Source: an optimization exercise on an open RTL-to-GDS flow (aim: small area, a short achievable clock period and few clock cycles). Production flows keep margins and buffers that such runs may drop.
The RTL was checked by simulation tests, not by an equivalence proof against the original design.

[flow/standard.sh]
#!/bin/bash
# synth_recipe.tcl (not shown) runs the flow's synth.tcl, then flattens the netlist and writes it again
# the make line also repeats each setting of config.mk as NAME=value (left out here)
make -C /OpenROAD-flow-scripts/flow DESIGN_CONFIG=/design/flow/config.mk WORK_HOME=/design/flow/orfs CLKGATE_MAP_FILE= SYNTH_SCRIPT=/design/flow/synth_recipe.tcl "${@:-finish}"
[flow/constraint.sdc]
create_clock -name core_clock -period 12.0 [get_ports {clk_i}]
set_input_delay 2.4000 -clock core_clock [delete_from_list [all_inputs] [get_ports {clk_i}]]
set_output_delay 2.4000 -clock core_clock [all_outputs]
set_load 0.01 [all_outputs]
[flow/flow/run.sh]
#!/bin/bash
set -euo pipefail
bash standard.sh SETUP_SLACK_MARGIN=7 TNS_END_PERCENT=3 \
  "CTS_ARGS=-sink_clustering_enable -repair_clock_nets -dont_use_dummy_load -buf_list sky130_fd_sc_hd__clkbuf_8" \
  finish > orfs_make.log 2>&1
[flow/design.v]
package bpa_pkg;
  localparam int unsigned KIND_W = 3;
  localparam int unsigned IDX_W  = 12;
  localparam int unsigned CNT_W  = 13;
  localparam int unsigned APB_AW = 3;
  localparam int unsigned APB_DW = 32;
  localparam int unsigned RW    = 64;              
  localparam int unsigned RWB   = 6;               
  localparam int unsigned RAW   = IDX_W - RWB;     
  localparam int unsigned NROWS = 1 << RAW;
  localparam int unsigned BAW   = RAW - 1;         
  localparam int unsigned BROWS = NROWS / 2;
  localparam logic [CNT_W-1:0] CNT_MAX   = '1;
  localparam int unsigned      TOTAL_RST = 32'h1000;
  localparam logic [KIND_W-1:0] KIND_ALLOC     = 3'd0;
  localparam logic [KIND_W-1:0] KIND_FREE      = 3'd1;
  localparam logic [KIND_W-1:0] KIND_LOCK      = 3'd2;
  localparam logic [KIND_W-1:0] KIND_RESERVE   = 3'd3;
  localparam logic [KIND_W-1:0] KIND_UNRESERVE = 3'd4;
endpackage
import bpa_pkg::*;
module bpa_dp
(
  input  logic           clk_i,
  input  logic           clr_i,      
  input  logic           we_i,       
  input  logic [BAW-1:0] waddr_i,
  input  logic [RW-1:0]  wdata_i,
  input  logic [BAW-1:0] raddr_i,
  output logic [RW-1:0]  rdata_o
);
  localparam int unsigned NODES = 2 * BROWS - 1;
  logic [BROWS*RW-1:0] row_q;
  logic [RW-1:0]       wd;
  assign wd = clr_i ? '0 : wdata_i;
  for (genvar r = 0; r < BROWS; r++) begin : g_row
    always_ff @(posedge clk_i) begin
      if (clr_i || (we_i && (waddr_i == BAW'(r)))) begin
        row_q[r*RW +: RW] <= wd;
      end
    end
  end
  logic [NODES*RW-1:0] tree;
  for (genvar r = 0; r < BROWS; r++) begin : g_leaf
    assign tree[(BROWS-1+r)*RW +: RW] = row_q[r*RW +: RW];
  end
  for (genvar d = 0; d < BAW; d++) begin : g_depth
    for (genvar i = (1 << d) - 1; i < (2 << d) - 1; i++) begin : g_node
      assign tree[i*RW +: RW] = raddr_i[BAW-1-d] ? tree[(2*i+2)*RW +: RW]
                                                 : tree[(2*i+1)*RW +: RW];
    end
  end
  assign rdata_o = tree[0 +: RW];
endmodule
import bpa_pkg::*;
module bitmap_page_allocator_unit
#(
  parameter int unsigned MAX_PAGES = 4096
) (
  input  logic              clk_i,
  input  logic              rst_ni,
  input  logic              s_axis_tvalid,
  output logic              s_axis_tready,
  input  logic [31:0]       s_axis_tdata,    
  input  logic [KIND_W-1:0] s_axis_tuser,    
  output logic              m_axis_tvalid,
  input  logic              m_axis_tready,
  output logic [55:0]       m_axis_tdata,
  input  logic              psel,
  input  logic              penable,
  input  logic              pwrite,
  input  logic [APB_AW-1:0] paddr,
  input  logic [APB_DW-1:0] pwdata,
  output logic [APB_DW-1:0] prdata,
  output logic              pready
);
  localparam logic [CNT_W-1:0] LIM_MAX  = CNT_W'((MAX_PAGES > 4096) ? 4096 : MAX_PAGES);
  localparam logic [RW-1:0]    ONES     = '1;
  localparam int unsigned      NCH      = RW / 8;     
  localparam int unsigned      NW       = RWB + 2;    
  function automatic logic [CNT_W-1:0] sat_step(input logic [CNT_W-1:0] c,
                                                input logic [NW-1:0] n, input logic up);
    logic [CNT_W:0] s;
    logic           dn;
    dn = ~up;
    s  = {1'b0, c} + ((CNT_W + 1)'(n) ^ {(CNT_W + 1){dn}}) + (CNT_W + 1)'(dn);
    sat_step = s[CNT_W] ? (up ? CNT_MAX : '0) : s[CNT_W-1:0];
  endfunction
  function automatic logic [4:0] pop16(input logic [15:0] v);
    logic [1:0] s1 [8];
    logic [2:0] s2 [4];
    logic [3:0] s3 [2];
    for (int i = 0; i < 8; i++) begin
      s1[i] = 2'(v[2*i]) + 2'(v[2*i+1]);
    end
    for (int i = 0; i < 4; i++) begin
      s2[i] = 3'(s1[2*i]) + 3'(s1[2*i+1]);
    end
    for (int i = 0; i < 2; i++) begin
      s3[i] = 4'(s2[2*i]) + 4'(s2[2*i+1]);
    end
    pop16 = 5'(s3[0]) + 5'(s3[1]);
  endfunction
  function automatic logic [RW-1:0] lowest(input logic [RW-1:0] v);
    logic [RW-1:0] p;
    p = v;
    for (int d = 1; d < RW; d = d * 2) begin
      p = p | (p << d);
    end
    lowest = v & ~(p << 1);
  endfunction
  function automatic logic [RWB-1:0] enc(input logic [RW-1:0] v);
    logic [RWB-1:0] r;
    r = '0;
    for (int i = 0; i < RW; i++) begin
      if (v[i]) begin
        r = r | RWB'(i);
      end
    end
    enc = r;
  endfunction
  function automatic logic [BAW-1:0] eidx(input logic [RAW-1:0] a);
    eidx = a[RAW-1:1] + BAW'(a[0]);
  endfunction
  logic [CNT_W-1:0] total_q;
  logic             cfg_wr;
  logic [CNT_W-1:0] lim_q, new_lim, new_lim_m1;
  logic [IDX_W-1:0] lim_m1_q;                  
  logic [RAW-1:0]   lim_lrow;
  logic             hint_end_q;                
  assign pready  = 1'b1;
  assign cfg_wr  = psel & penable & pwrite & ~paddr[2];
  assign prdata  = paddr[2] ? '0 : APB_DW'(total_q);
  assign new_lim    = (pwdata[CNT_W-1:0] > LIM_MAX) ? LIM_MAX : pwdata[CNT_W-1:0];
  assign new_lim_m1 = new_lim - CNT_W'(1);
  assign lim_lrow = lim_m1_q[IDX_W-1:RWB];
  logic             clr_q;                     
  logic [CNT_W-1:0] hint_q;                    
  logic [CNT_W-1:0] free_q, used_q, rsv_q;
  logic             en;                        
  logic              rdy_q, wp_q, rp_q;
  logic [1:0]        cnt_q;
  logic              p_v;
  logic [KIND_W-1:0] e0_kind_q, e1_kind_q, p_kind;
  logic [IDX_W-1:0]  e0_first_q, e1_first_q, p_first;
  logic [CNT_W-1:0]  e0_cnt_q, e1_cnt_q, p_cnt;
  logic              accept, p_pop;
  logic [1:0]        cnt_d;
  assign s_axis_tready = rdy_q;
  assign accept        = s_axis_tvalid & rdy_q;
  assign p_v         = (cnt_q != 2'd0);
  assign p_kind      = rp_q ? e1_kind_q : e0_kind_q;
  assign p_first     = rp_q ? e1_first_q : e0_first_q;
  assign p_cnt       = rp_q ? e1_cnt_q : e0_cnt_q;
  assign cnt_d         = cnt_q + 2'(accept) - 2'(p_pop);
  always_ff @(posedge clk_i or negedge rst_ni) begin
    if (!rst_ni) begin
      cnt_q <= '0;
      wp_q  <= 1'b0;
      rp_q  <= 1'b0;
      rdy_q <= 1'b0;
    end else begin
      cnt_q <= cnt_d;
      rdy_q <= (cnt_d != 2'd2);
      if (accept) begin
        wp_q <= ~wp_q;
      end
      if (p_pop) begin
        rp_q <= ~rp_q;
      end
    end
  end
  always_ff @(posedge clk_i) begin
    if (accept && !wp_q) begin
      e0_kind_q  <= s_axis_tuser;
      e0_first_q <= s_axis_tdata[IDX_W-1:0];
      e0_cnt_q   <= s_axis_tdata[IDX_W+CNT_W-1:IDX_W];
    end
    if (accept && wp_q) begin
      e1_kind_q  <= s_axis_tuser;
      e1_first_q <= s_axis_tdata[IDX_W-1:0];
      e1_cnt_q   <= s_axis_tdata[IDX_W+CNT_W-1:IDX_W];
    end
  end
  logic [IDX_W+1:0] p_end_m1, p_last;
  logic [RAW-1:0]   p_frow;
  logic             p_alloc, p_run, p_empty;
  always_comb begin
    p_alloc  = (p_kind == KIND_ALLOC);
    p_run    = (p_kind == KIND_FREE) || (p_kind == KIND_LOCK) ||
               (p_kind == KIND_RESERVE) || (p_kind == KIND_UNRESERVE);
    p_end_m1 = (IDX_W + 2)'(p_first) + (IDX_W + 2)'(p_cnt) - (IDX_W + 2)'(1);
    p_last   = (p_end_m1 > (IDX_W + 2)'(lim_m1_q)) ? (IDX_W + 2)'(lim_m1_q) : p_end_m1;
    p_empty  = ~p_alloc & (~p_run | (p_cnt == '0) | ({1'b0, p_first} >= lim_q));
    p_frow   = p_first[IDX_W-1:RWB];
  end
  logic              r_v_q, r_first_q, r_empty_q;
  logic [KIND_W-1:0] r_kind_q;
  logic [RAW-1:0]    r_row_q, r_lrow_q;
  logic [RAW:0]      r_row1_q;                 
  logic [BAW-1:0]    r_eidx_q;                 
  logic [RWB-1:0]    r_lo_q, r_hi_q;
  logic              r_alloc, r_issue, r_fin, r_load, r_last, r_l0last, r_l1last;
  logic              m_v_q, m_wait_q, m_first_q, m_last_q, m_empty_q;
  logic              m_alloc_q, m_free_q, m_set_q, m_isrun_q;     
  logic              m_l0lo_q, m_l0hi_q, m_l1hi_q, m_l1off_q, m_alast_q, m_eovf_q;
  logic [KIND_W-1:0] m_kind_q;
  logic [RAW-1:0]    m_row_q;
  logic [RAW:0]      m_row1_q;
  logic [BAW-1:0]    m_eidx_q;
  logic [RWB-1:0]    m_lo_q, m_hi_q;
  logic [RW-1:0]     d_e_q, d_o_q;
  logic [RAW:0]      hint_row;
  logic              s_odd, eq0, eq1, lt0, lt1;
  logic              a_empty, mismatch, usurp, m_proc, a_cont, m_hold, m_done, a_any;
  logic [RW-1:0]     lo, hi, lo_hint;
  logic              l0_lo, l0_off, l1_lo;
  logic              e_lo, e_hi, e_off, o_lo, o_hi, o_off;
  logic [RW-1:0]     mask_e, mask_o, cand_e, cand_o, chg_e, chg_o, below_e, below_o;
  logic [RW-1:0]     sel_e, sel_o, oh_e, oh_o, new_e, new_o;
  logic [2*RW-1:0]   chg;
  logic [RWB-1:0]    enc_e, enc_o, enc_f, enc_s;
  logic              any_e, any_o, any_f, found;
  logic [IDX_W-1:0]  hit;
  logic [RAW-1:0]    n_row;
  logic [RAW:0]      n_row1;
  logic [BAW-1:0]    n_eidx;
  logic [BAW-1:0]    re_idx, ro_idx, h_eidx;
  logic [RW-1:0]     rde, rdo, d_e_d, d_o_d;
  logic              we_e, we_o;
  logic              sel_mrow, sel_hrow;
  assign hint_row = hint_q[IDX_W:RWB];
  assign h_eidx   = eidx(hint_q[IDX_W-1:RWB]);
  assign s_odd    = m_row_q[0];
  assign r_alloc  = (r_kind_q == KIND_ALLOC);
  always_comb begin
    eq0 = ({1'b0, m_row_q} == hint_row);
    eq1 = (m_row1_q == hint_row);
    lt0 = ({1'b0, m_row_q} < hint_row);
    lt1 = (m_row1_q < hint_row);
  end
  always_comb begin
    a_empty  = hint_end_q;
    mismatch = m_v_q & ~m_wait_q & m_alloc_q & ~a_empty & m_first_q & ~eq0 & ~eq1;
    usurp    = m_v_q & (m_wait_q | mismatch);
    m_proc   = m_v_q & ~m_wait_q & ~mismatch & ~m_empty_q & ~(m_alloc_q & a_empty);
  end
  always_comb begin
    lo      = ONES << (m_alloc_q ? hint_q[RWB-1:0] : m_lo_q);
    hi      = ONES >> (RWB'(RW - 1) - m_hi_q);
    lo_hint = ONES << hint_q[RWB-1:0];
    l0_lo  = m_alloc_q ? (m_first_q & eq0) : m_l0lo_q;
    l0_off = m_alloc_q & m_first_q & ~eq0;
    l1_lo  = m_alloc_q & m_first_q & eq1;
    e_lo   = s_odd ? l1_lo : l0_lo;
    e_hi   = s_odd ? m_l1hi_q : m_l0hi_q;
    e_off  = s_odd ? m_l1off_q : l0_off;
    o_lo   = s_odd ? l0_lo : l1_lo;
    o_hi   = s_odd ? m_l0hi_q : m_l1hi_q;
    o_off  = s_odd ? l0_off : m_l1off_q;
    mask_e = e_off ? '0 : ((e_lo ? lo : ONES) & (e_hi ? hi : ONES));
    mask_o = o_off ? '0 : ((o_lo ? lo : ONES) & (o_hi ? hi : ONES));
    cand_e = ~d_e_q & mask_e;
    cand_o = ~d_o_q & mask_o;
    chg_e  = mask_e & (m_set_q ? ~d_e_q : d_e_q);
    chg_o  = mask_o & (m_set_q ? ~d_o_q : d_o_q);
    chg    = {chg_o, chg_e};
    below_e = (s_odd ? lt1 : lt0) ? ONES : ((s_odd ? eq1 : eq0) ? ~lo_hint : '0);
    below_o = (s_odd ? lt0 : lt1) ? ONES : ((s_odd ? eq0 : eq1) ? ~lo_hint : '0);
    sel_e  = m_alloc_q ? cand_e : (m_free_q ? (chg_e & below_e) : '0);
    sel_o  = m_alloc_q ? cand_o : (m_free_q ? (chg_o & below_o) : '0);
    oh_e   = lowest(sel_e);
    oh_o   = lowest(sel_o);
    any_e  = |sel_e;
    any_o  = |sel_o;
    a_any  = |{cand_e, cand_o};
    enc_e  = enc(oh_e);
    enc_o  = enc(oh_o);
    any_f  = s_odd ? any_o : any_e;
    enc_f  = s_odd ? enc_o : enc_e;
    enc_s  = s_odd ? enc_e : enc_o;
    found  = any_e | any_o;
    hit    = any_f ? {m_row_q, enc_f} : {m_row1_q[RAW-1:0], enc_s};
    if (m_alloc_q) begin
      new_e = d_e_q | (oh_e & {RW{~(s_odd & any_o)}});
      new_o = d_o_q | (oh_o & {RW{~(~s_odd & any_e)}});
    end else if (m_set_q) begin
      new_e = d_e_q | mask_e;
      new_o = d_o_q | mask_o;
    end else begin
      new_e = d_e_q & ~mask_e;
      new_o = d_o_q & ~mask_o;
    end
  end
  always_comb begin
    a_cont = m_proc & m_alloc_q & ~a_any & ~m_alast_q;
    m_hold = usurp | a_cont;
    m_done = m_v_q & ~m_wait_q & ~mismatch &
             (m_alloc_q ? (a_empty | a_any | m_alast_q) : (m_empty_q | m_last_q));
  end
  assign we_e = m_proc & en & ~m_eovf_q;
  assign we_o = m_proc & en;
  always_comb begin
    r_l0last = (r_row_q == r_lrow_q);
    r_l1last = (r_row1_q == {1'b0, r_lrow_q});
    r_last   = r_empty_q | r_alloc | r_l0last | r_l1last;
    r_issue  = r_v_q & ~m_hold;
    r_fin    = r_issue & r_last;
    r_load   = en & p_v & (~r_v_q | r_fin);
    p_pop    = r_load;
    if (usurp) begin
      sel_mrow = m_wait_q;
      sel_hrow = ~m_wait_q;
    end else begin
      sel_mrow = r_alloc & m_v_q & (m_alloc_q | (m_free_q & ~m_empty_q & lt0));
      sel_hrow = r_alloc & ~sel_mrow;
    end
    if (sel_mrow) begin
      n_row  = m_row_q;
      n_row1 = m_row1_q;
      n_eidx = m_eidx_q;
    end else if (sel_hrow) begin
      n_row  = hint_row[RAW-1:0];
      n_row1 = {1'b0, hint_row[RAW-1:0]} + (RAW + 1)'(1);
      n_eidx = h_eidx;
    end else begin
      n_row  = r_row_q;
      n_row1 = r_row1_q;
      n_eidx = r_eidx_q;
    end
    ro_idx = n_row[RAW-1:1];
    re_idx = n_eidx;
    d_e_d  = (we_e && (re_idx == m_eidx_q)) ? new_e : rde;
    d_o_d  = (we_o && (ro_idx == m_row_q[RAW-1:1])) ? new_o : rdo;
  end
  bpa_dp u_even (
    .clk_i   (clk_i),
    .clr_i   (clr_q),
    .we_i    (we_e),
    .waddr_i (m_eidx_q),
    .wdata_i (new_e),
    .raddr_i (re_idx),
    .rdata_o (rde)
  );
  bpa_dp u_odd (
    .clk_i   (clk_i),
    .clr_i   (clr_q),
    .we_i    (we_o),
    .waddr_i (m_row_q[RAW-1:1]),
    .wdata_i (new_o),
    .raddr_i (ro_idx),
    .rdata_o (rdo)
  );
  logic              c_v_q, c_upd_q, c_done_q, c_ok_q, c_found_q;
  logic              c_alloc_q, c_fup_q, c_rsv_q;     
  logic [IDX_W-1:0]  c_page_q;
  logic [5*NCH-1:0]  c_pc_q;
  logic [NW-1:0]     c_n;
  logic              k_v_q, k_upd_q, k_done_q, k_ok_q, k_fup_q, k_rsv_q;
  logic [IDX_W-1:0]  k_page_q;
  logic [NW-1:0]     k_n_q;
  logic [CNT_W-1:0]  free_d, used_d, rsv_d, k_oth, k_free, k_othn;
  logic              push;
  always_comb begin
    c_n = '0;
    for (int k = 0; k < NCH; k++) begin
      c_n = c_n + NW'(c_pc_q[5*k +: 5]);
    end
    if (c_alloc_q) begin
      c_n = NW'(c_found_q);
    end
  end
  always_comb begin
    k_oth  = k_rsv_q ? rsv_q : used_q;
    k_free = sat_step(free_q, k_n_q, k_fup_q);
    k_othn = sat_step(k_oth, k_n_q, ~k_fup_q);
    free_d = k_upd_q ? k_free : free_q;
    used_d = (k_upd_q && !k_rsv_q) ? k_othn : used_q;
    rsv_d  = (k_upd_q && k_rsv_q) ? k_othn : rsv_q;
    push   = en & k_v_q & k_done_q;
  end
  logic              o0_v_q;
  logic [51:0]       o0_q;
  logic [51:0]       res;
  assign res           = {rsv_d, used_d, free_d, k_ok_q, k_page_q};
  assign en            = ~o0_v_q | m_axis_tready;
  assign m_axis_tvalid = o0_v_q;
  assign m_axis_tdata  = {4'b0000, o0_q};
  always_ff @(posedge clk_i) begin
    if (push) begin
      o0_q <= res;
    end
  end
  always_ff @(posedge clk_i) begin
    if (en) begin
      if (r_issue && !r_fin) begin
        r_row_q   <= r_row_q + RAW'(2);
        r_row1_q  <= r_row1_q + (RAW + 1)'(2);
        r_eidx_q  <= r_eidx_q + BAW'(1);
        r_first_q <= 1'b0;
      end
      if (r_load) begin
        r_kind_q  <= p_kind;
        r_empty_q <= p_empty;
        r_row_q   <= p_frow;
        r_row1_q  <= {1'b0, p_frow} + (RAW + 1)'(1);
        r_eidx_q  <= eidx(p_frow);
        r_lrow_q  <= p_last[IDX_W-1:RWB];
        r_lo_q    <= p_first[RWB-1:0];
        r_hi_q    <= p_last[RWB-1:0];
        r_first_q <= 1'b1;
      end
      d_e_q    <= d_e_d;
      d_o_q    <= d_o_d;
      m_eovf_q <= (n_row == RAW'(NROWS - 1));
      if (usurp || r_alloc) begin
        m_l0hi_q  <= (n_row == lim_lrow);
        m_l1hi_q  <= (n_row1 == {1'b0, lim_lrow});
        m_l1off_q <= (n_row1 > {1'b0, lim_lrow});
        m_alast_q <= (n_row1 >= {1'b0, lim_lrow});
      end else begin
        m_l0hi_q  <= r_l0last;
        m_l1hi_q  <= r_l1last;
        m_l1off_q <= r_l0last;
        m_alast_q <= 1'b0;
      end
      if (m_hold || r_issue) begin
        if (a_cont) begin
          m_row_q  <= m_row_q + RAW'(2);
          m_row1_q <= m_row1_q + (RAW + 1)'(2);
          m_eidx_q <= m_eidx_q + BAW'(1);
          m_first_q <= 1'b0;
        end else begin
          m_row_q  <= n_row;
          m_row1_q <= n_row1;
          m_eidx_q <= n_eidx;
        end
        if (!m_hold) begin
          m_kind_q  <= r_kind_q;
          m_alloc_q   <= (r_kind_q == KIND_ALLOC);
          m_free_q    <= (r_kind_q == KIND_FREE);
          m_set_q     <= (r_kind_q == KIND_LOCK) || (r_kind_q == KIND_RESERVE);
          m_isrun_q   <= (r_kind_q == KIND_FREE) || (r_kind_q == KIND_LOCK) ||
                       (r_kind_q == KIND_RESERVE) || (r_kind_q == KIND_UNRESERVE);
          m_empty_q <= r_empty_q;
          m_first_q <= r_first_q;
          m_last_q  <= r_last;
          m_l0lo_q  <= r_first_q;
          m_lo_q    <= r_lo_q;
          m_hi_q    <= r_alloc ? lim_m1_q[RWB-1:0] : r_hi_q;
        end
      end
      c_upd_q   <= m_proc;
      c_done_q  <= m_done;
      c_alloc_q <= m_alloc_q;
      c_fup_q   <= (m_kind_q == KIND_FREE) || (m_kind_q == KIND_UNRESERVE);
      c_rsv_q   <= (m_kind_q == KIND_RESERVE) || (m_kind_q == KIND_UNRESERVE);
      c_found_q <= found;
      c_ok_q    <= m_alloc_q ? (m_proc & found) : m_isrun_q;
      c_page_q  <= (m_alloc_q && m_proc && found) ? hit : '0;
      for (int k = 0; k < NCH; k++) begin
        c_pc_q[5*k +: 5] <= pop16(chg[16*k +: 16]);
      end
      k_upd_q  <= c_v_q & c_upd_q;
      k_done_q <= c_done_q;
      k_ok_q   <= c_ok_q;
      k_fup_q  <= c_fup_q;
      k_rsv_q  <= c_rsv_q;
      k_page_q <= c_page_q;
      k_n_q    <= c_n;
    end
  end
  always_ff @(posedge clk_i or negedge rst_ni) begin
    if (!rst_ni) begin
      clr_q      <= 1'b1;
      total_q    <= CNT_W'(TOTAL_RST);
      lim_q      <= LIM_MAX;
      lim_m1_q   <= IDX_W'(LIM_MAX - 1);
      hint_q     <= '0;
      hint_end_q <= (LIM_MAX == '0);
      free_q     <= LIM_MAX;
      used_q     <= '0;
      rsv_q      <= '0;
      r_v_q      <= 1'b0;
      m_v_q      <= 1'b0;
      m_wait_q   <= 1'b0;
      c_v_q      <= 1'b0;
      k_v_q      <= 1'b0;
      o0_v_q     <= 1'b0;
    end else begin
      clr_q <= cfg_wr;
      if (cfg_wr) begin
        total_q    <= pwdata[CNT_W-1:0];
        lim_q      <= new_lim;
        lim_m1_q   <= new_lim_m1[IDX_W-1:0];
        hint_q     <= '0;
        hint_end_q <= (new_lim == '0);
        free_q     <= new_lim;
        used_q     <= '0;
        rsv_q      <= '0;
      end else if (en) begin
        free_q <= free_d;
        used_q <= used_d;
        rsv_q  <= rsv_d;
        if (m_proc && m_alloc_q && found) begin
          hint_q     <= {1'b0, hit};
          hint_end_q <= 1'b0;
        end else if (m_proc && m_alloc_q && m_alast_q) begin
          hint_q     <= lim_q;
          hint_end_q <= 1'b1;
        end else if (m_proc && m_free_q && found) begin
          hint_q     <= {1'b0, hit};
          hint_end_q <= 1'b0;
        end
      end
      if (en) begin
        if (r_load) begin
          r_v_q <= 1'b1;
        end else if (r_fin) begin
          r_v_q <= 1'b0;
        end
        if (usurp) begin
          m_wait_q <= 1'b0;
        end else if (a_cont) begin
          m_wait_q <= 1'b1;
        end else begin
          m_v_q    <= r_issue;
          m_wait_q <= 1'b0;
        end
        c_v_q <= m_v_q & ~m_wait_q & ~mismatch;
        k_v_q <= c_v_q;
      end
      if (push) begin
        o0_v_q <= 1'b1;
      end else if (m_axis_tready) begin
        o0_v_q <= 1'b0;
      end
    end
  end
endmodule
[flow/config.mk]
export PLATFORM = sky130hd
export DESIGN_NAME = bitmap_page_allocator_unit
export DESIGN_NICKNAME = bitmap_page_allocator_unit
export VERILOG_FILES = /design/flow/design.v
export SDC_FILE = /design/flow/constraint.sdc
export NUM_CORES = 4
export LEC_CHECK = 0
export CAP_MARGIN = 35
export CORE_MARGIN = 2
export CORE_UTILIZATION = 40
export SLEW_MARGIN = 35
==> results of run 1 <==
-- flip-flops by register name, summed over array words and instances, names as in the netlist, 40 cells and up --
signal        count
u_odd.row_q    2048
d_e_q            64
o0_q             52
c_pc_q           40
u_even.row_q   2048
d_o_q            64
-- timing repair --
item	CTS	global route
setup buffers	199	174
gates cloned	64	68
pin swaps	132	105
endpoints found under the setup margin	8490	6622
gates resized for setup	652	467
-- cell type report --
type	instances	area [µm²]	area share [%]
multi-input combinational	11310	69500	29.00
clock buffer	731	10060	4.199
inverter	330	1289	0.5378
timing repair buffer	1009	12230	5.103
antenna	21	52.55	0.02193
tap	6916	8653	3.611
sequential	4606	137800	57.52
-- per-stage QoR --
step	hold slack (ns)	area, µm²
2_1_floorplan	0.4003	207900
3_3_place_gp	0.4017	217100
3_5_place_dp	0.4045	218100
4_1_cts	0.3534	234100
5_1_grt	0.3814	239600
6_report	0.3783	239600
-- per-layer routing --
layer	vias up	global-route usage, %	wire [µm]
met5	-	0.08243	377
met4	32	11.03	36770
met3	1776	6.247	83070
met2	8842	41.43	339600
met1	76690	37.71	309900
li1	65340	-	-
-- critical path, cell delays in order (launching register included) --
cell	delay, ns
edfxtp_1	0.50
ha_4	0.34
nand4_4	0.15
buf_4	0.16
buf_4	0.19
nor3_1	0.52
o211ai_1	0.33
a31o_2	0.34
a31o_2	0.25
or3b_4	0.25
nor3_4	0.04
buf_6	0.14
nand4_1	0.16
buf_12	0.18
clkbuf_4	0.23
nor2_1	0.17
a22o_1	0.29
or4_4	0.61
and4bb_2	0.44
a31o_2	0.29
nor2_1	0.07
-- worst max-delay path by stage --
stage,start,to,cells after the start
global placement,m_row_q[0]$_DFFE_PP_,u_even.row_q[627]$_DFFE_PP_,17
floorplan,m_axis_tready,u_even.row_q[1024]$_DFFE_PP_,6
finish,m_row1_q[5]$_DFFE_PP_,c_page_q[1]$_SDFFCE_PN0N_,20
CTS,hint_q[8]$_DFFE_PN0P_,c_pc_q[22]$_DFFE_PN_,20
detailed placement,m_row_q[0]$_DFFE_PP_,c_page_q[5]$_SDFFCE_PN0N_,17
global route,m_row_q[0]$_DFFE_PP_,c_pc_q[8]$_DFFE_PN_,21
-- cells by family after synthesis --
logic type | share of synthesized area (%)
fa+ha+maj | 2.130
simple gates | 15.77
xor+xnor | 0.9708
mux | 1.053
compound gates | 10.52
other cells | 0.003619
buf+inv | 3.128
flops | 66.42
-- cell usage in the layout, fill, tap and decap left out, types with 136 or more instances in the layout --
master,netlist,final
buf_12,0,144
nor2_1,595,513
and3_1,546,539
inv_1,327,308
a31oi_1,301,294
edfxtp_1,4503,4503
ha_1,162,144
a311oi_1,781,773
buf_4,49,519
o21ai_0,290,249
clkbuf_8,0,732
a21oi_1,687,593
mux2i_1,149,136
a211oi_1,180,158
nand2_1,4510,4489
nand3_1,1112,1106
==> impl_metrics.json, run 1 <==
{
  "status": "timing/DRC/antenna clean",
  "cts_root_buf": "clkbuf_8",
  "grt_pass1_vias": 139500,
  "cts_sinks": 4606,
  "holdPathStages": 0,
  "worst_r2r_endpoint": "c_page_q[1]$_SDFFCE_PN0N_",
  "syn_area_um2": 207500,
  "first_pass_iters": 7,
  "dieArea_um2": 524500,
  "synth_enable_flop_cells": 4503,
  "cts_tree": "built",
  "vias_per_cell": 6.127,
  "die_w_um": 724.2,
  "yosysMostFrequentCell": "nand2_1",
  "fillers": 46000,
  "arrival_ns": 6.91,
  "yosysUniqueCellTypes": 128,
  "place_inst": 23660,
  "drt_iter0_markers": 20260,
  "wl_per_cell_um": 30.89,
  "max_freq_mhz": 168.4,
  "synth_ff_type": "edfxtp_1",
  "cts_buffer_depth": 4,
  "pin_count": 168,
  "ys_top_cells_by_count": "nand2_1, edfxtp_1, nand3_1",
  "postRouteAntennaNets": 0,
  "ys_async_sr_fraction_pct": 2.236,
  "hold_viol_final": 0,
  "crit_required_ns": 12.97,
  "io_buffers": 115,
  "cap_violations": 0,
  "vias": 152700,
  "min-delay-start": "c_page_q[0]$_SDFFCE_PN0N_",
  "core_um2": 516900,
  "area_growth_pct": 15.48,
  "grt_usage_pct": 27.23,
  "stdcell_count": 24920,
  "synthCells": 17430,
  "drive_above_1_share_pct": 14.67,
  "clk_pin_slew_worst_paths_ns": 0.07,
  "ys_ff_latch": 4606,
  "reg2reg_from": "m_row1_q[5]$_DFFE_PP_",
  "insertion_delay_ns": 1.31,
  "postLayoutCoreUtil_pct": 46.35,
  "synth_area_leader_cell": "edfxtp_1",
  "drt_wl_total_um": 769800,
  "chipHeight_um": 724.2,
  "critPathLaunchType": "register",
  "dp_hpwl_um": 421000,
  "overflow": 0,
  "synth_top_cell_area_share_pct": 65.17,
  "setup_tns_ns": 0,
  "critPathMaxFanout": 8,
  "fp-row-count": 264,
  "reg2regPathDepth": 20,
  "cts_buffers": 731,
  "grt_max_degree": 166,
  "post-place-ws_ns": 3.302,
  "nets": 18340,
  "htreeDepth": 6,
  "ys_warn_count": 26,
  "grt_pass1_wl_um": 1040000,
  "antenna_found_initial": 28,
  "fin_ws_ns": 6.062,
  "layout_min_cycle_time_ns": 5.938,
  "initial_core_util_pct": 40.14,
  "min_path_type": "register to register",
  "r2r_slack_ns": 6.06,
  "path_class": "register to register",
  "fin_crit_sh_pct": 49.48,
  "ys_seq_area_share_pct": 66.42,
  "tightest_slew_ns": 1.366,
  "ctsHoldBuffers": 0,
  "slew_violations": 0,
  "setup_viol": 0,
  "worstSetupEndpointType": "register",
  "rsz0062_at_grt": "yes",
  "relSlewSlack_pct": 7.948,
  "gp_congestion": 1.088,
  "hold_end": "k_page_q[0]$_DFFE_PN_",
  "ys_top_cells_by_area": "edfxtp_1, nand2_1, a311oi_1",
  "syn_area_per_cell_um2": 11.91,
  "fin_worst_skew_ns": 0.1826,
  "drcViolationCount": 0
}
Testbench counts, summed over its fixed seeds: cycles 5,967.
==> inputs of run 2 (changes only) <==
--- a/flow/design.v
+++ b/flow/design.v
@@ -76,7 +76,7 @@
 );
   localparam logic [CNT_W-1:0] LIM_MAX  = CNT_W'((MAX_PAGES > 4096) ? 4096 : MAX_PAGES);
   localparam logic [RW-1:0]    ONES     = '1;
-  localparam int unsigned      NCH      = RW / 8;     
+  localparam int unsigned      NCH      = RW / 4;     
   localparam int unsigned      NW       = RWB + 2;    
   function automatic logic [CNT_W-1:0] sat_step(input logic [CNT_W-1:0] c,
                                                 input logic [NW-1:0] n, input logic up);
@@ -86,28 +86,36 @@
     s  = {1'b0, c} + ((CNT_W + 1)'(n) ^ {(CNT_W + 1){dn}}) + (CNT_W + 1)'(dn);
     sat_step = s[CNT_W] ? (up ? CNT_MAX : '0) : s[CNT_W-1:0];
   endfunction
-  function automatic logic [4:0] pop16(input logic [15:0] v);
-    logic [1:0] s1 [8];
-    logic [2:0] s2 [4];
-    logic [3:0] s3 [2];
-    for (int i = 0; i < 8; i++) begin
+  function automatic logic [3:0] pop8(input logic [7:0] v);
+    logic [1:0] s1 [4];
+    logic [2:0] s2 [2];
+    for (int i = 0; i < 4; i++) begin
       s1[i] = 2'(v[2*i]) + 2'(v[2*i+1]);
     end
-    for (int i = 0; i < 4; i++) begin
+    for (int i = 0; i < 2; i++) begin
       s2[i] = 3'(s1[2*i]) + 3'(s1[2*i+1]);
     end
-    for (int i = 0; i < 2; i++) begin
-      s3[i] = 4'(s2[2*i]) + 4'(s2[2*i+1]);
+    pop8 = 4'(s2[0]) + 4'(s2[1]);
+  endfunction
+  function automatic logic [NW-1:0] sum_pc(input logic [4*NCH-1:0] pc);
+    logic [NW-1:0] t [NCH];
+    for (int i = 0; i < NCH; i++) begin
+      t[i] = NW'(pc[4*i +: 4]);
+    end
+    for (int w = NCH / 2; w >= 1; w = w / 2) begin
+      for (int i = 0; i < w; i++) begin
+        t[i] = t[2*i] + t[2*i+1];
+      end
     end
-    pop16 = 5'(s3[0]) + 5'(s3[1]);
+    sum_pc = t[0];
   endfunction
-  function automatic logic [RW-1:0] lowest(input logic [RW-1:0] v);
+  function automatic logic [RW-1:0] prefix(input logic [RW-1:0] v);
     logic [RW-1:0] p;
     p = v;
     for (int d = 1; d < RW; d = d * 2) begin
       p = p | (p << d);
     end
-    lowest = v & ~(p << 1);
+    prefix = p;
   endfunction
   function automatic logic [RWB-1:0] enc(input logic [RW-1:0] v);
     logic [RWB-1:0] r;
@@ -135,7 +143,8 @@
   assign new_lim_m1 = new_lim - CNT_W'(1);
   assign lim_lrow = lim_m1_q[IDX_W-1:RWB];
   logic             clr_q;                     
-  logic [CNT_W-1:0] hint_q;                    
+  logic [RAW:0]     hint_row_q;
+  logic [RW-1:0]    hint_th_q;
   logic [CNT_W-1:0] free_q, used_q, rsv_q;
   logic             en;                        
   logic              rdy_q, wp_q, rp_q;
@@ -203,21 +212,21 @@
   logic              r_alloc, r_issue, r_fin, r_load, r_last, r_l0last, r_l1last;
   logic              m_v_q, m_wait_q, m_first_q, m_last_q, m_empty_q;
   logic              m_alloc_q, m_free_q, m_set_q, m_isrun_q;     
-  logic              m_l0lo_q, m_l0hi_q, m_l1hi_q, m_l1off_q, m_alast_q, m_eovf_q;
+  logic              m_alast_q, m_eovf_q;
+  logic [RAW:0]      m_rowe_q, m_rowo_q;     
+  logic              m_elo_q, m_ehi_q, m_eoff_q, m_olo_q, m_ohi_q, m_ooff_q;
   logic [KIND_W-1:0] m_kind_q;
   logic [RAW-1:0]    m_row_q;
   logic [RAW:0]      m_row1_q;
   logic [BAW-1:0]    m_eidx_q;
   logic [RWB-1:0]    m_lo_q, m_hi_q;
   logic [RW-1:0]     d_e_q, d_o_q;
-  logic [RAW:0]      hint_row;
-  logic              s_odd, eq0, eq1, lt0, lt1;
+  logic              s_odd, eq_e, eq_o, lt_e, lt_o, lt0, afirst;
   logic              a_empty, mismatch, usurp, m_proc, a_cont, m_hold, m_done, a_any;
   logic [RW-1:0]     lo, hi, lo_hint;
-  logic              l0_lo, l0_off, l1_lo;
   logic              e_lo, e_hi, e_off, o_lo, o_hi, o_off;
   logic [RW-1:0]     mask_e, mask_o, cand_e, cand_o, chg_e, chg_o, below_e, below_o;
-  logic [RW-1:0]     sel_e, sel_o, oh_e, oh_o, new_e, new_o;
+  logic [RW-1:0]     sel_e, sel_o, pf_e, pf_o, oh_e, oh_o, new_e, new_o, hit_th;
   logic [2*RW-1:0]   chg;
   logic [RWB-1:0]    enc_e, enc_o, enc_f, enc_s;
   logic              any_e, any_o, any_f, found;
@@ -229,35 +238,33 @@
   logic [RW-1:0]     rde, rdo, d_e_d, d_o_d;
   logic              we_e, we_o;
   logic              sel_mrow, sel_hrow;
-  assign hint_row = hint_q[IDX_W:RWB];
-  assign h_eidx   = eidx(hint_q[IDX_W-1:RWB]);
+  assign h_eidx   = eidx(hint_row_q[RAW-1:0]);
   assign s_odd    = m_row_q[0];
   assign r_alloc  = (r_kind_q == KIND_ALLOC);
   always_comb begin
-    eq0 = ({1'b0, m_row_q} == hint_row);
-    eq1 = (m_row1_q == hint_row);
-    lt0 = ({1'b0, m_row_q} < hint_row);
-    lt1 = (m_row1_q < hint_row);
+    eq_e   = (m_rowe_q == hint_row_q);
+    eq_o   = (m_rowo_q == hint_row_q);
+    lt_e   = (m_rowe_q < hint_row_q);
+    lt_o   = (m_rowo_q < hint_row_q);
+    lt0    = s_odd ? lt_o : lt_e;
+    afirst = m_alloc_q & m_first_q;
   end
   always_comb begin
     a_empty  = hint_end_q;
-    mismatch = m_v_q & ~m_wait_q & m_alloc_q & ~a_empty & m_first_q & ~eq0 & ~eq1;
+    mismatch = m_v_q & ~m_wait_q & afirst & ~a_empty & ~eq_e & ~eq_o;
     usurp    = m_v_q & (m_wait_q | mismatch);
     m_proc   = m_v_q & ~m_wait_q & ~mismatch & ~m_empty_q & ~(m_alloc_q & a_empty);
   end
   always_comb begin
-    lo      = ONES << (m_alloc_q ? hint_q[RWB-1:0] : m_lo_q);
+    lo      = m_alloc_q ? hint_th_q : (ONES << m_lo_q);
     hi      = ONES >> (RWB'(RW - 1) - m_hi_q);
-    lo_hint = ONES << hint_q[RWB-1:0];
-    l0_lo  = m_alloc_q ? (m_first_q & eq0) : m_l0lo_q;
-    l0_off = m_alloc_q & m_first_q & ~eq0;
-    l1_lo  = m_alloc_q & m_first_q & eq1;
-    e_lo   = s_odd ? l1_lo : l0_lo;
-    e_hi   = s_odd ? m_l1hi_q : m_l0hi_q;
-    e_off  = s_odd ? m_l1off_q : l0_off;
-    o_lo   = s_odd ? l0_lo : l1_lo;
-    o_hi   = s_odd ? m_l0hi_q : m_l1hi_q;
-    o_off  = s_odd ? l0_off : m_l1off_q;
+    lo_hint = hint_th_q;
+    e_lo   = m_elo_q | (afirst & eq_e);
+    e_hi   = m_ehi_q;
+    e_off  = m_eoff_q | (afirst & ~s_odd & ~eq_e);
+    o_lo   = m_olo_q | (afirst & eq_o);
+    o_hi   = m_ohi_q;
+    o_off  = m_ooff_q | (afirst & s_odd & ~eq_o);
     mask_e = e_off ? '0 : ((e_lo ? lo : ONES) & (e_hi ? hi : ONES));
     mask_o = o_off ? '0 : ((o_lo ? lo : ONES) & (o_hi ? hi : ONES));
     cand_e = ~d_e_q & mask_e;
@@ -265,12 +272,14 @@
     chg_e  = mask_e & (m_set_q ? ~d_e_q : d_e_q);
     chg_o  = mask_o & (m_set_q ? ~d_o_q : d_o_q);
     chg    = {chg_o, chg_e};
-    below_e = (s_odd ? lt1 : lt0) ? ONES : ((s_odd ? eq1 : eq0) ? ~lo_hint : '0);
-    below_o = (s_odd ? lt0 : lt1) ? ONES : ((s_odd ? eq0 : eq1) ? ~lo_hint : '0);
+    below_e = lt_e ? ONES : (eq_e ? ~lo_hint : '0);
+    below_o = lt_o ? ONES : (eq_o ? ~lo_hint : '0);
     sel_e  = m_alloc_q ? cand_e : (m_free_q ? (chg_e & below_e) : '0);
     sel_o  = m_alloc_q ? cand_o : (m_free_q ? (chg_o & below_o) : '0);
-    oh_e   = lowest(sel_e);
-    oh_o   = lowest(sel_o);
+    pf_e   = prefix(sel_e);
+    pf_o   = prefix(sel_o);
+    oh_e   = sel_e & ~(pf_e << 1);
+    oh_o   = sel_o & ~(pf_o << 1);
     any_e  = |sel_e;
     any_o  = |sel_o;
     a_any  = |{cand_e, cand_o};
@@ -281,6 +290,7 @@
     enc_s  = s_odd ? enc_e : enc_o;
     found  = any_e | any_o;
     hit    = any_f ? {m_row_q, enc_f} : {m_row1_q[RAW-1:0], enc_s};
+    hit_th = (any_f ? s_odd : ~s_odd) ? pf_o : pf_e;
     if (m_alloc_q) begin
       new_e = d_e_q | (oh_e & {RW{~(s_odd & any_o)}});
       new_o = d_o_q | (oh_o & {RW{~(~s_odd & any_e)}});
@@ -320,8 +330,8 @@
       n_row1 = m_row1_q;
       n_eidx = m_eidx_q;
     end else if (sel_hrow) begin
-      n_row  = hint_row[RAW-1:0];
-      n_row1 = {1'b0, hint_row[RAW-1:0]} + (RAW + 1)'(1);
+      n_row  = hint_row_q[RAW-1:0];
+      n_row1 = {1'b0, hint_row_q[RAW-1:0]} + (RAW + 1)'(1);
       n_eidx = h_eidx;
     end else begin
       n_row  = r_row_q;
@@ -354,7 +364,7 @@
   logic              c_v_q, c_upd_q, c_done_q, c_ok_q, c_found_q;
   logic              c_alloc_q, c_fup_q, c_rsv_q;     
   logic [IDX_W-1:0]  c_page_q;
-  logic [5*NCH-1:0]  c_pc_q;
+  logic [4*NCH-1:0]  c_pc_q;
   logic [NW-1:0]     c_n;
   logic              k_v_q, k_upd_q, k_done_q, k_ok_q, k_fup_q, k_rsv_q;
   logic [IDX_W-1:0]  k_page_q;
@@ -362,10 +372,7 @@
   logic [CNT_W-1:0]  free_d, used_d, rsv_d, k_oth, k_free, k_othn;
   logic              push;
   always_comb begin
-    c_n = '0;
-    for (int k = 0; k < NCH; k++) begin
-      c_n = c_n + NW'(c_pc_q[5*k +: 5]);
-    end
+    c_n = sum_pc(c_pc_q);
     if (c_alloc_q) begin
       c_n = NW'(c_found_q);
     end
@@ -413,15 +420,23 @@
       d_e_q    <= d_e_d;
       d_o_q    <= d_o_d;
       m_eovf_q <= (n_row == RAW'(NROWS - 1));
+      m_rowe_q <= n_row[0] ? n_row1 : {1'b0, n_row};
+      m_rowo_q <= n_row[0] ? {1'b0, n_row} : n_row1;
       if (usurp || r_alloc) begin
-        m_l0hi_q  <= (n_row == lim_lrow);
-        m_l1hi_q  <= (n_row1 == {1'b0, lim_lrow});
-        m_l1off_q <= (n_row1 > {1'b0, lim_lrow});
+        m_elo_q   <= 1'b0;
+        m_olo_q   <= 1'b0;
+        m_ehi_q   <= (n_row[0] ? n_row1 : {1'b0, n_row}) == {1'b0, lim_lrow};
+        m_ohi_q   <= (n_row[0] ? {1'b0, n_row} : n_row1) == {1'b0, lim_lrow};
+        m_eoff_q  <= (n_row[0] ? n_row1 : {1'b0, n_row}) > {1'b0, lim_lrow};
+        m_ooff_q  <= (n_row[0] ? {1'b0, n_row} : n_row1) > {1'b0, lim_lrow};
         m_alast_q <= (n_row1 >= {1'b0, lim_lrow});
       end else begin
-        m_l0hi_q  <= r_l0last;
-        m_l1hi_q  <= r_l1last;
-        m_l1off_q <= r_l0last;
+        m_elo_q   <= ~n_row[0] & r_first_q;
+        m_olo_q   <= n_row[0] & r_first_q;
+        m_ehi_q   <= n_row[0] ? r_l1last : r_l0last;
+        m_ohi_q   <= n_row[0] ? r_l0last : r_l1last;
+        m_eoff_q  <= n_row[0] & r_l0last;
+        m_ooff_q  <= ~n_row[0] & r_l0last;
         m_alast_q <= 1'b0;
       end
       if (m_hold || r_issue) begin
@@ -445,7 +460,6 @@
           m_empty_q <= r_empty_q;
           m_first_q <= r_first_q;
           m_last_q  <= r_last;
-          m_l0lo_q  <= r_first_q;
           m_lo_q    <= r_lo_q;
           m_hi_q    <= r_alloc ? lim_m1_q[RWB-1:0] : r_hi_q;
         end
@@ -459,7 +473,7 @@
       c_ok_q    <= m_alloc_q ? (m_proc & found) : m_isrun_q;
       c_page_q  <= (m_alloc_q && m_proc && found) ? hit : '0;
       for (int k = 0; k < NCH; k++) begin
-        c_pc_q[5*k +: 5] <= pop16(chg[16*k +: 16]);
+        c_pc_q[4*k +: 4] <= pop8(chg[8*k +: 8]);
       end
       k_upd_q  <= c_v_q & c_upd_q;
       k_done_q <= c_done_q;
@@ -476,7 +490,8 @@
       total_q    <= CNT_W'(TOTAL_RST);
       lim_q      <= LIM_MAX;
       lim_m1_q   <= IDX_W'(LIM_MAX - 1);
-      hint_q     <= '0;
+      hint_row_q   <= '0;
+      hint_th_q  <= ONES;
       hint_end_q <= (LIM_MAX == '0);
       free_q     <= LIM_MAX;
       used_q     <= '0;
@@ -493,7 +508,8 @@
         total_q    <= pwdata[CNT_W-1:0];
         lim_q      <= new_lim;
         lim_m1_q   <= new_lim_m1[IDX_W-1:0];
-        hint_q     <= '0;
+        hint_row_q   <= '0;
+        hint_th_q  <= ONES;
         hint_end_q <= (new_lim == '0);
         free_q     <= new_lim;
         used_q     <= '0;
@@ -502,15 +518,14 @@
         free_q <= free_d;
         used_q <= used_d;
         rsv_q  <= rsv_d;
-        if (m_proc && m_alloc_q && found) begin
-          hint_q     <= {1'b0, hit};
+        if (m_proc && (m_alloc_q || m_free_q) && found) begin
+          hint_row_q   <= any_f ? {1'b0, m_row_q} : m_row1_q;
+          hint_th_q  <= hit_th;
           hint_end_q <= 1'b0;
         end else if (m_proc && m_alloc_q && m_alast_q) begin
-          hint_q     <= lim_q;
+          hint_row_q   <= lim_q[IDX_W:RWB];
+          hint_th_q  <= ONES << lim_q[RWB-1:0];
           hint_end_q <= 1'b1;
-        end else if (m_proc && m_free_q && found) begin
-          hint_q     <= {1'b0, hit};
-          hint_end_q <= 1'b0;
         end
       end
       if (en) begin
==> flow/flow/run.sh (replaced) <==
#!/bin/bash
set -euo pipefail
bash standard.sh SETUP_SLACK_MARGIN=7 TNS_END_PERCENT=3 \
  "CTS_ARGS=-sink_clustering_enable -repair_clock_nets -dont_use_dummy_load" \
  finish > orfs_make.log 2>&1
==> run 2 against run 1 <==
Effect of this change: utilization increased by 0.66 points; non-clock buffer count increased by 116; die area increased by 1.8%; synthesized cell count decreased by 1.8%; maximum frequency decreased by 0.79%; largest cell class unchanged; highest routed layer unchanged.
==> impl_metrics.json, run 2 <==
{
  "layout_min_cycle_time_ns": 5.986,
  "initial_core_util_pct": 40.19,
  "yosysMostFrequentCell": "edfxtp_1",
  "grt_usage_pct": 29.89,
  "cts_tree": "built",
  "cts_root_buf": "clkbuf_16",
  "grt_pass1_vias": 141400,
  "synthCells": 17120,
  "crit_start": "m_alloc_q$_DFFE_PP_",
  "max_freq_mhz": 167.1,
  "yosysUniqueCellTypes": 124,
  "slew_violations": 0,
  "ys_top_cells_by_area": "edfxtp_1, nand2_1, nand3_1",
  "vias_per_cell": 6.316,
  "reg_top3": "u_even.row_q x2048, u_odd.row_q x2048",
  "ys_warn_count": 35,
  "ys_async_sr_fraction_pct": 3.423,
  "placed_area_um2": 222500,
  "postLayoutCoreUtil_pct": 47.01,
  "ys_top_cells_by_count": "edfxtp_1, nand2_1, nand3_1",
  "fin_crit_sh_pct": 49.88,
  "highest_layer": "met5",
  "grt_pass1_wl_um": 1130000,
  "postRouteAntennaNets": 0,
  "fillers": 46140,
  "drt_wl_total_um": 845900,
  "clk_pin_slew_worst_paths_ns": 0.06,
  "final_area_um2": 247100,
  "antenna_found_initial": 49,
  "cts_buffers": 468,
  "m1WireLength_um": 333000,
  "grt_max_degree": 162,
  "cts_sinks": 4704,
  "arrival_ns": 6.73,
  "synth_area_leader_cell": "edfxtp_1",
  "core_um2": 525500,
  "vias": 155900,
  "dieArea_um2": 533800,
  "worstSetupEndpointType": "register",
  "critPathMaxFanout": 42,
  "wl_per_cell_um": 34.26,
  "status": "timing/DRC/antenna clean",
  "pin_count": 168,
  "syn_area_per_cell_um2": 12.34,
  "setup_viol": 0,
  "tightest_slew_ns": 1.122,
  "met2_wirelength_um": 362500,
  "insertion_delay_ns": 1.14,
  "reg2reg_from": "m_alloc_q$_DFFE_PP_",
  "syn_area_um2": 211200,
  "route.met3.wl_um": 103800,
  "drt_iter0_markers": 23800,
  "layout_common_cells": "edfxtp_1, nand2_1, nand3_1",
  "path_class": "register to register",
  "ys_seq_area_share_pct": 66.55,
  "fin_worst_skew_ns": 0.1399,
  "critPathLaunchType": "register",
  "cts_buffer_depth": 4,
  "rsz0062_at_grt": "yes",
  "first_pass_iters": 6,
  "synth_enable_flop_cells": 4543,
  "place_inst": 23570,
  "layout_commonest_cell": "edfxtp_1",
  "relSlewSlack_pct": 24.92,
  "cap_violations": 0,
  "crit_required_ns": 12.75,
  "fin_ws_ns": 6.014,
  "io_buffers": 115,
  "ys_ff_latch": 4704,
  "gp_congestion": 1.055,
  "post-place-ws_ns": 3.430,
  "min_path_type": "register to register",
  "drcViolationCount": 0,
  "overflow": 0,
  "die_w_um": 730.7,
  "area_growth_pct": 16.97,
  "chipHeight_um": 730.7,
  "hold_viol_final": 0,
  "synth_top_cell_area_share_pct": 64.59,
  "htreeDepth": 5,
  "fp-row-count": 266,
  "min-delay-start": "c_page_q[4]$_SDFFCE_PN0N_",
  "drive_above_1_share_pct": 14.89,
  "dp_hpwl_um": 484500,
  "setup_tns_ns": 0,
  "stdcell_count": 24690,
  "synth_ff_type": "edfxtp_1",
  "nets": 18090
}
==> run 2: per-stage QoR <==
stage	hold slack [ns]
after floorplan	0.4003
after global placement	0.4004
after detailed placement	0.4045
after CTS	0.3726
after global routing	0.3824
final	0.3814
==> run 2: path summary, 6_finish.rpt <==
kind | to | slack (ns) | cells past startpoint
worst max-delay path | c_page_q[3]$_SDFFCE_PN0N_ | 6.01 | 17
worst min-delay path | k_page_q[4]$_DFFE_PN_ | 0.38 | 0
worst max register to register | c_page_q[3]$_SDFFCE_PN0N_ | 6.01 | 17
worst min register to register | k_page_q[4]$_DFFE_PN_ | 0.38 | 0
max in group asynchronous | hint_th_q[47]$_DFFE_PN1P_ | 9.34 | 3
min in group asynchronous | total_q[4]$_DFFE_PN0P_ | 1.18 | 1
==> run 2: cells by family (layout without fill, tap and decap cells) <==
kind of cell | Yosys count | count (layout) | share of synthesized area [%]
other | 2 | 42 | 0.003556
flip-flops | 4704 | 4704 | 66.55
adder cells (fa/ha/maj) | 330 | 330 | 2.357
buffers and inverters | 1471 | 1930 | 2.871
multiplexers | 614 | 614 | 3.388
AND/OR/NAND/NOR | 6768 | 6862 | 14.19
AO/OA/AOI/OAI | 2998 | 3007 | 9.684
XOR/XNOR | 231 | 231 | 0.9579
==> run 2: worst max-delay path: stages (launching register included) <==
cell and delay [ns]:
edfxtp_1 0.41, buf_12 0.28, buf_12 0.32, nand2b_4 0.32, a21oi_1 0.09, o21ai_0 0.43, nand3_2 0.30, a2111oi_1 0.35
buf_4 0.24, and3b_1 0.28, and3_1 0.30, nand4_1 0.42, o311ai_0 0.22, nor4b_1 0.50, o2111ai_2 0.31, nor4_4 0.35
buf_4 0.30, a211oi_4 0.11
==> run 2: what timing repair did <==
action / 4_1_cts / 5_1_grt
hold buffers: 0 / 0
gates resized for setup: 723 / 461
endpoints found under the setup margin: 8270 / 6708
buffers inserted: 252 / 194
pin swaps: 136 / 98
gates cloned: 110 / 63
==> run 2: cell type report <==
type / count / area (µm²) / area share, %
Sequential cell: 4704 / 140600 / 56.90
Multi-Input combinational cell: 11070 / 71030 / 28.75
Timing Repair Buffer: 1125 / 13640 / 5.521
Clock buffer: 468 / 11710 / 4.740
Tap cell: 6968 / 8718 / 3.529
Inverter: 337 / 1345 / 0.5444
Antenna cell: 18 / 45.04 / 0.01823
==> run 2: layer usage <==
| metal | global-route usage (%) | vias up |
|---|---|---|
| met1 | 41.82 | 78810 |
| met3 | 7.286 | 1930 |
| met2 | 43.99 | 10390 |
| li1 | - | 64790 |
| met5 | 0 | - |
| met4 | 13.73 | 22 |
Testbench counts of run 2, summed over its fixed seeds: cycles 5,967.
==> inputs of run 3 (changes only) <==
==> flow/flow/run.sh (replaced) <==
#!/bin/bash
set -euo pipefail
bash standard.sh SETUP_SLACK_MARGIN=7 TNS_END_PERCENT=3 \
  "CTS_ARGS=-sink_clustering_enable -repair_clock_nets -dont_use_dummy_load -buf_list sky130_fd_sc_hd__clkbuf_8" \
  finish > orfs_make.log 2>&1
==> run 3 against run 2 <==
Effect of this change: clock-buffer cell count is 279 higher; global-route usage grew 0.38 points; final area is 0.24% lower; via count grew 0.71%; first-iteration DRC count shrank 1.2%; non-clock buffer count increased by 63; critical endpoint unchanged.
==> impl_metrics.json, run 3 <==
{
  "stdcell_count": 25030,
  "die_w_um": 730.7,
  "ys_top_cells_by_count": "edfxtp_1, nand2_1, nand3_1",
  "worst-path-buf-inv": 3,
  "cap_violations": 0,
  "synth_ff_type": "edfxtp_1",
  "use_met2_pct": 44.43,
  "slowest_stage": "nor4_4",
  "ys_ff_latch": 4704,
  "ys_seq_area_share_pct": 66.55,
  "fp-row-count": 266,
  "ys_async_sr_fraction_pct": 3.423,
  "postRouteAntennaNets": 0,
  "cpLargestDelayFamily": "simple AND/OR/NAND/NOR gates",
  "cts_root_buf": "clkbuf_8",
  "dieArea_um2": 533800,
  "crit_chain": "buf_4 -> nor3_1 -> buf_4 -> a21oi_1 -> o21ai_0 -> nand3_2 -> a2111oi_2 -> buf_4 -> and3b_1 -> and3_1 -> nand4_1 -> o311ai_0 -> nor4b_2 -> o2111ai_2 -> nor4_4 -> a211oi_4",
  "initial_core_util_pct": 40.19,
  "crit_top_cell": "buf_4",
  "grt_max_degree": 162,
  "tightest_slew_ns": 1.065,
  "antenna_found_initial": 43,
  "relSlewSlack_pct": 29.00,
  "grt_pass1_wl_um": 1145000,
  "synthCells": 17120,
  "fin_hold_ws_ns": 0.3756,
  "worstSetupEndpointType": "register",
  "critPathMaxFanout": 27,
  "grtUsageMet1_pct": 42.06,
  "setup_viol": 0,
  "cts_tree": "built",
  "chipHeight_um": 730.7,
  "hold_viol_final": 0,
  "grt_pass1_vias": 144400,
  "arrival_ns": 6.94,
  "drt_wl_total_um": 848500,
  "clk_pin_slew_worst_paths_ns": 0.06,
  "layout_common_cells": "edfxtp_1, nand2_1, nand3_1",
  "min-delay-start": "c_fup_q$_DFFE_PN_",
  "reg2reg_from": "m_lo_q[1]$_DFFE_PP_",
  "setup_tns_ns": 0,
  "top_usage_layer": "met2",
  "postLayoutCoreUtil_pct": 46.90,
  "io_buffers": 115,
  "grt_usage_pct": 30.28,
  "synth_area_leader_cell": "edfxtp_1",
  "fin_crit_sh_pct": 49.25,
  "slew_violations": 0,
  "placed_area_um2": 222500,
  "wl_per_cell_um": 33.89,
  "gp_congestion": 1.055,
  "cts_buffer_depth": 4,
  "crit_required_ns": 13.03,
  "slowest_delay_ns": 0.83,
  "place_inst": 23570,
  "path_class": "register to register",
  "vias_per_cell": 6.273,
  "core_um2": 525500,
  "dp_hpwl_um": 484500,
  "drive_above_1_share_pct": 16.59,
  "final_area_um2": 246400,
  "yosysMostFrequentCell": "edfxtp_1",
  "syn_area_um2": 211200,
  "vias": 157000,
  "critPathLaunchType": "register",
  "synth_top_cell_area_share_pct": 64.59,
  "overflow": 0,
  "synth_enable_flop_cells": 4543,
  "cts_buffers": 747,
  "ys_warn_count": 35,
  "pin_count": 168,
  "layout_commonest_cell": "edfxtp_1",
  "layout_min_cycle_time_ns": 5.910,
  "grt_use_met3_pct": 7.821,
  "crit_start": "m_lo_q[1]$_DFFE_PP_",
  "fin_worst_skew_ns": 0.1489,
  "ctsHoldBuffers": 0,
  "drcViolationCount": 0,
  "syn_area_per_cell_um2": 12.34,
  "drt_iter0_markers": 23520,
  "rsz0062_at_grt": "yes",
  "min_path_type": "register to register",
  "htreeDepth": 6,
  "reg_top3": "u_even.row_q x2048, u_odd.row_q x2048",
  "status": "timing/DRC/antenna clean",
  "area_growth_pct": 16.69,
  "first_pass_iters": 6,
  "insertion_delay_ns": 1.40,
  "cts_sinks": 4704,
  "max_freq_mhz": 169.2,
  "yosysUniqueCellTypes": 124,
  "ys_top_cells_by_area": "edfxtp_1, nand2_1, nand3_1",
  "nets": 18440
}
run 3: worst paths after layout:
check,end,slack (ns),cells past startpoint
worst max-delay path,c_page_q[3]$_SDFFCE_PN0N_,6.09,16
worst min-delay path,k_fup_q$_DFFE_PN_,0.38,0
worst max register to register,c_page_q[3]$_SDFFCE_PN0N_,6.09,16
worst min register to register,k_fup_q$_DFFE_PN_,0.38,0
max in group asynchronous,hint_th_q[59]$_DFFE_PN1P_,9.68,3
min in group asynchronous,total_q[4]$_DFFE_PN0P_,0.87,1
run 3: cell families after synthesis:
| kind of cell | share of synthesized area [%] |
|---|---|
| simple gates | 14.19 |
| flops | 66.55 |
| buf+inv | 2.871 |
| compound gates | 9.684 |
| mux | 3.388 |
| fa+ha+maj | 2.357 |
| xor+xnor | 0.9579 |
| other cells | 0.003556 |
run 3: routing by layer:
layer	part of all wire (%)	vias up
li1	-	65340
met1	39	79300
met2	43	10290
met3	12	2088
met4	5.6	22
met5	0.023	-
run 3: area by class of cell:
cell class / count / area [µm²]
Antenna cell: 22 / 55.05
Timing Repair Buffer: 1188 / 14350
Multi-Input combinational cell: 11070 / 71150
Clock buffer: 747 / 10280
Fill cell: 46520 / 279100
Tap cell: 6968 / 8718
Sequential cell: 4704 / 140600
Inverter: 337 / 1333
run 3: timing repair:
item,in CTS,in global routing
resized for setup,857,391
pin swaps,175,113
setup buffers,342,168
endpoints found under the hold margin,0,0
endpoints found under the setup margin,8232,6639
cloned,132,43
run 3: through the flow:
step	worst slack (ns)
3_5_place_dp	3.430
5_1_grt	6.195
4_1_cts	6.338
2_1_floorplan	6.331
3_3_place_gp	2.975
6_report	6.090

==> afterwards: timing with drivers on the ports <==
In the flow no input, the clock included, has a driving cell. The finished layouts below were timed again as built, in two steps.
Step 1, drivers: a clkbuf_16 drives clk_i and a buf_2 each remaining input, both assumed.
Step 2 adds t to the input delays and takes it off the output delays; t is the mean of the earliest and latest rising clock arrival at the registers after step 1. Input paths then give back, and output paths get back, about the clock's delay inside the block.
Slacks: no drivers / after step 1 / after step 2; pairs: no drivers / after step 1.
| run | t (ns) | setup slack, ns | slew at the worst register clock pin (ns) | worst data-port slew with drivers (ns) |
|---|---|---|---|---|
| run 1 | 1.349 | 6.062 / 6.062 / 4.944 | 0.08 / 0.08 | 0.16 |
| run 2 | 1.163 | 6.014 / 6.014 / 5.167 | 0.07 / 0.07 | 0.11 |
| run 3 | 1.416 | 6.090 / 6.090 / 5.348 | 0.07 / 0.07 | 0.11 |
After both steps setup and hold are still met in every run listed. For run 1, which loses most, drivers alone change the setup slack by 0.000 ns; drivers and shift together by -1.118 ns.
